What follows belongs to an exercise in optimizing a design on an open flow for small area; a production flow would make more cautious choices.

==> module r_debug_mw, before the edit <==
module r_debug_mw #(
   parameter int ADDR_BYTES  = 4,
   parameter int MAX_WORDS   = 16,
   parameter int TIMEOUT_CYC = 4096
) (
   input  logic        clk,
   input  logic        reset,
   output logic [63:0] O_TDATA,
   output logic        O_TVALID,
   output logic        O_TLAST,
   input  logic        O_TREADY,
   input  logic [63:0] I_TDATA,
   input  logic        I_TVALID,
   input  logic        I_TLAST,
   output logic        I_TREADY,
   output logic [7:0]  tx_data,
   output logic        tx_has_data,
   input  logic        tx_data_consume,
   input  logic [7:0]  rx_data,
   output logic        rx_has_space,
   input  logic        rx_data_produce,
   output logic        busy,
   output logic        err_sticky
);
   localparam logic [2:0] IDLE = 3'd0, CNT = 3'd1, ADDR = 3'd2, PAYLOAD = 3'd3,
                          MREQ = 3'd4, MRESP = 3'd5, TXDATA = 3'd6, TXACK = 3'd7;
   logic [2:0]   state;
   logic [511:0] sb;           
   logic [31:2]  addr;
   logic [4:0]   n;            
   logic [1:0]   opc;          
   logic [5:0]   c;            
   logic [11:0]  tcnt;         
   logic [3:0]   p;            
   logic         swap, zero, tmo, drain, tx_ld;
   logic         tx_sh, rx_ok, is_rd, is_wrs, is_fill, a, last_pay, acc, wr_en, cap, tx_free;
   logic [4:0]   e;
   logic [63:0]  beat;
   assign a            = addr[2];
   assign tcnt         = addr[23:12];
   assign tx_data      = addr[31:24];
   assign is_rd        = (opc == 2'b11);
   assign is_wrs       = (opc == 2'b10);
   assign is_fill      = (opc == 2'b01);
   assign rx_has_space = !state[2];
   assign busy         = (state != IDLE);
   assign O_TVALID     = (state == MREQ);
   assign rx_ok        = rx_data_produce && rx_has_space;
   assign e            = n + {4'd0, a} + 5'd1;           
   assign last_pay     = (c[1:0] == 2'd3) && (is_fill || c[5:2] == e[3:0]);
   assign O_TLAST      = is_rd || (c[3:0] == e[4:1]);
   assign I_TREADY     = drain || (state == MRESP && (!is_rd || p[3]));
   assign acc          = I_TVALID && I_TREADY && !drain;
   assign wr_en        = (state == PAYLOAD) && rx_data_produce;
   assign cap          = (state == MRESP) && is_rd && acc;
   assign tx_free      = !tx_ld && !tx_has_data;
   assign tx_sh        = !p[3] && tx_free;
   logic        hsel;
   logic [7:0]  bsel;
   logic [63:0] header;
   assign hsel   = (c[3:0] == 4'd0);
   assign header = {{6'd0, is_rd, !is_rd}, {4'd0, e[4:1]}, {4'hF, {4{!a}}}, {{4{e[0]}}, 4'hF},
                    addr[31:3], 3'd0};
   always_comb begin
      for (int k = 0; k < 8; k++) bsel[k] = (c[2:0] == 3'(k)) && !hsel;
      O_TDATA = {64{hsel}} & header;
      for (int k = 0; k < 8; k++) O_TDATA = O_TDATA | ({64{bsel[k]}} & sb[64*k +: 64]);
   end
   logic [511:0] sb_in;
   always_comb
   begin
      for (int w = 0; w < 16; w++) sb_in[32*w +: 32] = {rx_data, sb[32*w+8 +: 24]};
      if (is_rd) sb_in[31:24] = sb[39:32];
   end
   always_ff @(posedge clk)
      for (int w = 0; w < 16; w++) begin
         if (w < 2 && cap)
            sb[32*w +: 32] <= I_TDATA[32*w +: 32];
         else if ((w < 2 && tx_sh) || (wr_en && (is_fill || c[5:2] == 4'(w))))
            sb[32*w +: 32] <= sb_in[32*w +: 32];
      end
   logic tz, tend;
   assign tz   = (tcnt[10:0] == 11'd0);
   assign tend = tz && tcnt[11];
   always_ff @(posedge clk) begin
      if (reset) begin
         state <= IDLE; p <= 4'b1000; tx_ld <= 1'b0; tx_has_data <= 1'b0;
         err_sticky <= 1'b0; drain <= 1'b0;
      end else begin
         tx_ld <= 1'b0;
         if (tx_ld) tx_has_data <= 1'b1;
         else if (tx_data_consume) tx_has_data <= 1'b0;
         if (!p[3] && tx_free) begin
            addr[31:24] <= zero ? 8'd0 : swap ? sb[39:32] : sb[7:0];
            tx_ld   <= 1'b1;
            p       <= p + 4'd1;
         end
         if (drain && I_TVALID && I_TLAST) drain <= 1'b0;
         case (state)
            IDLE: begin
               tmo <= 1'b0; c <= '0;
               if (rx_ok) begin
                  opc <= {rx_data[1], rx_data[2] | !rx_data[0]};
                  if (rx_data == 8'h04) state <= TXACK;
                  else if (rx_data == 8'h01 || rx_data == 8'h02 || rx_data == 8'h03 || rx_data == 8'h05)
                     state <= CNT;
                  else begin tmo <= 1'b1; state <= TXACK; end
               end
            end
            CNT: if (rx_ok) begin
               n <= rx_data[4:0];
               if (rx_data == 8'd0 || rx_data > 8'd16) begin tmo <= 1'b1; state <= TXACK; end
               else state <= ADDR;
            end
            ADDR: if (rx_ok) begin
               addr <= {rx_data, addr[31:10]};    
               c <= c + 6'd1;
               if (c[1:0] == 2'd3) begin
                  if (is_rd) begin c <= '0; state <= MREQ; end
                  else begin c <= {3'b001, addr[10], 2'b00}; state <= PAYLOAD; end
               end
            end
            PAYLOAD: if (rx_ok) begin
               c <= c + 6'd1;
               if (last_pay) begin c <= '0; state <= MREQ; end
            end
            MREQ: if (O_TREADY) begin
               if (O_TLAST) begin addr[23:12] <= '0; state <= MRESP; end
               else c <= c + 6'd1;
            end
            MRESP: begin
               if (acc) addr[23:12] <= '0;
               else if (!I_TVALID)
                  addr[23:12] <= {tcnt[10:0], tcnt[11] ^ tcnt[7] ^ tcnt[1] ^ tcnt[0] ^ tz};
               if (acc) begin
                  if (is_rd) begin
                     zero <= 1'b0; c <= 6'd1;
                     if (c == 6'd0 && a) begin
                        p <= 4'd4; swap <= 1'b1; n <= n - 5'd1;
                     end else if (n >= 5'd2) begin
                        p <= 4'd0; swap <= 1'b0; n <= n - 5'd2;
                     end else if (n != 5'd0) begin
                        p <= 4'd4; swap <= 1'b0; n <= '0;
                     end
                     if (I_TLAST) state <= TXDATA;
                  end else if (I_TLAST) begin
                     if (is_wrs) state <= TXACK;
                     else state <= IDLE;
                  end
               end else if (!I_TVALID && tend) begin
                  err_sticky <= 1'b1; drain <= 1'b1; tmo <= 1'b1;
                  if (is_rd) state <= TXDATA;
                  else if (is_wrs) state <= TXACK;
                  else state <= IDLE;
               end
            end
            TXDATA: if (p[3] && tx_free) begin
               if (n != 5'd0) begin
                  zero <= 1'b1; p <= 4'd4; n <= n - 5'd1;
               end else if (tmo) state <= TXACK;
               else state <= IDLE;
            end
            TXACK: if (tx_free) begin
               addr[31:24] <= tmo ? 8'hEE : is_wrs ? 8'hAA : 8'hA5;
               tx_ld   <= 1'b1;
               if (tmo) err_sticky <= 1'b1;
               tmo     <= 1'b0;
               n       <= '0;
               state   <= TXDATA;
            end
         endcase
      end
   end
endmodule
==> flow/config.mk <==
export PLATFORM = sky130hd
export DESIGN_NAME = r_debug_mw
export DESIGN_NICKNAME = r_debug_mw
export VERILOG_FILES = /design/flow/design.v
export SDC_FILE = /design/flow/constraint.sdc
export NUM_CORES = 4
export LEC_CHECK = 0
export CAP_MARGIN = 0
export CORE_MARGIN = 2
export CORE_UTILIZATION = 65
export PLACE_DENSITY = 0.75
export SLEW_MARGIN = 0
==> flow/constraint.sdc <==
create_clock -name core_clock -period 6.0 [get_ports {clk}]
set_input_delay 1.2000 -clock core_clock [delete_from_list [all_inputs] [get_ports {clk}]]
set_output_delay 1.2000 -clock core_clock [all_outputs]
set_load 0.01 [all_outputs]
standard.sh (not shown) runs the stock make flow with config.mk's settings and CLKGATE_MAP_FILE= SYNTH_SCRIPT=/design/flow/synth_recipe.tcl, a recipe that flattens the netlist after the stock synthesis.
==> flow/flow/run.sh <==
#!/bin/bash
# Standard ORFS layout with: an area-oriented ABC script for the final technology mapping,
# the smallest buffer for port buffering, and CTS without dummy loads.
set -euo pipefail
export FLOW_WORK=$(pwd)
export MY_ABC_SCRIPT=$FLOW_WORK/flow/area.script
export BUFFER_PORTS_ARGS="-buffer_cell sky130_fd_sc_hd__buf_1"
export CTS_ARGS="-sink_clustering_enable -repair_clock_nets -dont_use_dummy_load -sink_clustering_size 10 -sink_clustering_max_diameter 40 -buf_list sky130_fd_sc_hd__clkbuf_4"
bash standard.sh SYNTH_SCRIPT=$FLOW_WORK/flow/wrap.tcl finish > standard.log 2>&1
==> flow/flow/area.script <==
strash
dc2
dch -f
amap
strash
dch -f
amap
topo
stime -c
==> flow/flow/wrap.tcl <==
# The standard synthesis script, with the final ABC mapping run from flow/area.script
# (an area-oriented script) instead of ORFS's delay-oriented one. Registers are mapped before
# this step, so they are the standard synthesis's registers.
proc abc {args} {
  set i [lsearch $args -script]
  if { $i >= 0 } { lset args [expr {$i + 1}] $::env(MY_ABC_SCRIPT) }
  yosys abc {*}$args
}
source $::env(FLOW_WORK)/synth_recipe.tcl
Edit:
--- a/flow/design.v
+++ b/flow/design.v
@@ -31,15 +31,19 @@
    logic [1:0]   opc;          
    logic [5:0]   c;            
    logic [11:0]  tcnt;         
    logic [3:0]   p;            
-   logic         swap, zero, tmo, drain, tx_ld;
+   logic         swap, zero;   
+   logic         tmo, drain, tx_ld;
    logic         tx_sh, rx_ok, is_rd, is_wrs, is_fill, a, last_pay, acc, wr_en, cap, tx_free;
    logic [4:0]   e;
    logic [63:0]  beat;
    assign a            = addr[2];
    assign tcnt         = addr[23:12];
    assign tx_data      = addr[31:24];
+   assign zero         = addr[8];
+   assign swap         = addr[7];
+   assign p            = addr[6:3];    
    assign is_rd        = (opc == 2'b11);
    assign is_wrs       = (opc == 2'b10);
    assign is_fill      = (opc == 2'b01);
    assign rx_has_space = !state[2];
@@ -53,9 +57,9 @@
    assign acc          = I_TVALID && I_TREADY && !drain;
    assign wr_en        = (state == PAYLOAD) && rx_data_produce;
    assign cap          = (state == MRESP) && is_rd && acc;
    assign tx_free      = !tx_ld && !tx_has_data;
-   assign tx_sh        = !p[3] && tx_free;
+   assign tx_sh        = !p[3] && tx_free && (state == MRESP || state == TXDATA);
    logic        hsel;
    logic [7:0]  bsel;
    logic [63:0] header;
    assign hsel   = (c[3:0] == 4'd0);
@@ -83,18 +87,18 @@
    assign tz   = (tcnt[10:0] == 11'd0);
    assign tend = tz && tcnt[11];
    always_ff @(posedge clk) begin
       if (reset) begin
-         state <= IDLE; p <= 4'b1000; tx_ld <= 1'b0; tx_has_data <= 1'b0;
+         state <= IDLE; tx_ld <= 1'b0; tx_has_data <= 1'b0;
          err_sticky <= 1'b0; drain <= 1'b0;
       end else begin
          tx_ld <= 1'b0;
          if (tx_ld) tx_has_data <= 1'b1;
          else if (tx_data_consume) tx_has_data <= 1'b0;
-         if (!p[3] && tx_free) begin
+         if (tx_sh) begin
             addr[31:24] <= zero ? 8'd0 : swap ? sb[39:32] : sb[7:0];
             tx_ld   <= 1'b1;
-            p       <= p + 4'd1;
+            addr[6:3]       <= p + 4'd1;
          end
          if (drain && I_TVALID && I_TLAST) drain <= 1'b0;
          case (state)
             IDLE: begin
@@ -124,24 +128,24 @@
                c <= c + 6'd1;
                if (last_pay) begin c <= '0; state <= MREQ; end
             end
             MREQ: if (O_TREADY) begin
-               if (O_TLAST) begin addr[23:12] <= '0; state <= MRESP; end
+               if (O_TLAST) begin addr[23:12] <= '0; addr[6] <= 1'b1; state <= MRESP; end
                else c <= c + 6'd1;
             end
             MRESP: begin
                if (acc) addr[23:12] <= '0;
                else if (!I_TVALID)
                   addr[23:12] <= {tcnt[10:0], tcnt[11] ^ tcnt[7] ^ tcnt[1] ^ tcnt[0] ^ tz};
                if (acc) begin
                   if (is_rd) begin
-                     zero <= 1'b0; c <= 6'd1;
+                     addr[8] <= 1'b0; c <= 6'd1;
                      if (c == 6'd0 && a) begin
-                        p <= 4'd4; swap <= 1'b1; n <= n - 5'd1;
+                        addr[6:3] <= 4'd4; addr[7] <= 1'b1; n <= n - 5'd1;
                      end else if (n >= 5'd2) begin
-                        p <= 4'd0; swap <= 1'b0; n <= n - 5'd2;
+                        addr[6:3] <= 4'd0; addr[7] <= 1'b0; n <= n - 5'd2;
                      end else if (n != 5'd0) begin
-                        p <= 4'd4; swap <= 1'b0; n <= '0;
+                        addr[6:3] <= 4'd4; addr[7] <= 1'b0; n <= '0;
                      end
                      if (I_TLAST) state <= TXDATA;
                   end else if (I_TLAST) begin
                      if (is_wrs) state <= TXACK;
@@ -155,9 +159,9 @@
                end
             end
             TXDATA: if (p[3] && tx_free) begin
                if (n != 5'd0) begin
-                  zero <= 1'b1; p <= 4'd4; n <= n - 5'd1;
+                  addr[8] <= 1'b1; addr[6:3] <= 4'd4; n <= n - 5'd1;
                end else if (tmo) state <= TXACK;
                else state <= IDLE;
             end
             TXACK: if (tx_free) begin
@@ -165,8 +169,9 @@
                tx_ld   <= 1'b1;
                if (tmo) err_sticky <= 1'b1;
                tmo     <= 1'b0;
                n       <= '0;
+               addr[6] <= 1'b1;    
                state   <= TXDATA;
             end
          endcase
       end
Result: The changed run finished with timing, DRC and antenna clean. Sequential share of layout area went down by 0.41 points. Clock skew went down by 0.0047 ns. Design area stays flat. First-iteration DRC count went up by about 17%. Core utilization stays flat. Global-route usage went up by 0.64 points. Routed wire length went up by about 1.8%. Via count went up by about 0.9%. Synthesized area barely changes. Register-to-register slack improved by 0.54 ns.
No functional check of the RTL was part of any run of this note.

[what the ideal ports hide]
The results above use ideal ports. As a check the final layouts listed here were re-extracted and re-timed, cells and wires unchanged. Step 1 (the two cells are an assumption about what drives the block):
set clk [get_ports {clk}]
set_driving_cell -lib_cell sky130_fd_sc_hd__clkbuf_16 $clk
set_driving_cell -lib_cell sky130_fd_sc_hd__buf_2 [delete_from_list [all_inputs] $clk]
Step 2 adds t to the input delays and takes it off the output delays; t is the mean of the earliest and latest rising clock arrival at the registers after step 1. Input paths then give back, and output paths get back, about the clock's delay inside the block. Slacks: ideal / step 1 / step 2; pairs: ideal / step 1.
run	t (ns)	setup slack, ns	worst setup path after step 2	cell pins on the clock port's net
the first run	0.797	0.500 / 0.448 / 1.245	register to output	1
the second run	0.756	0.534 / 0.484 / 1.241	register to output	1
After both steps every run listed still meets setup and hold.
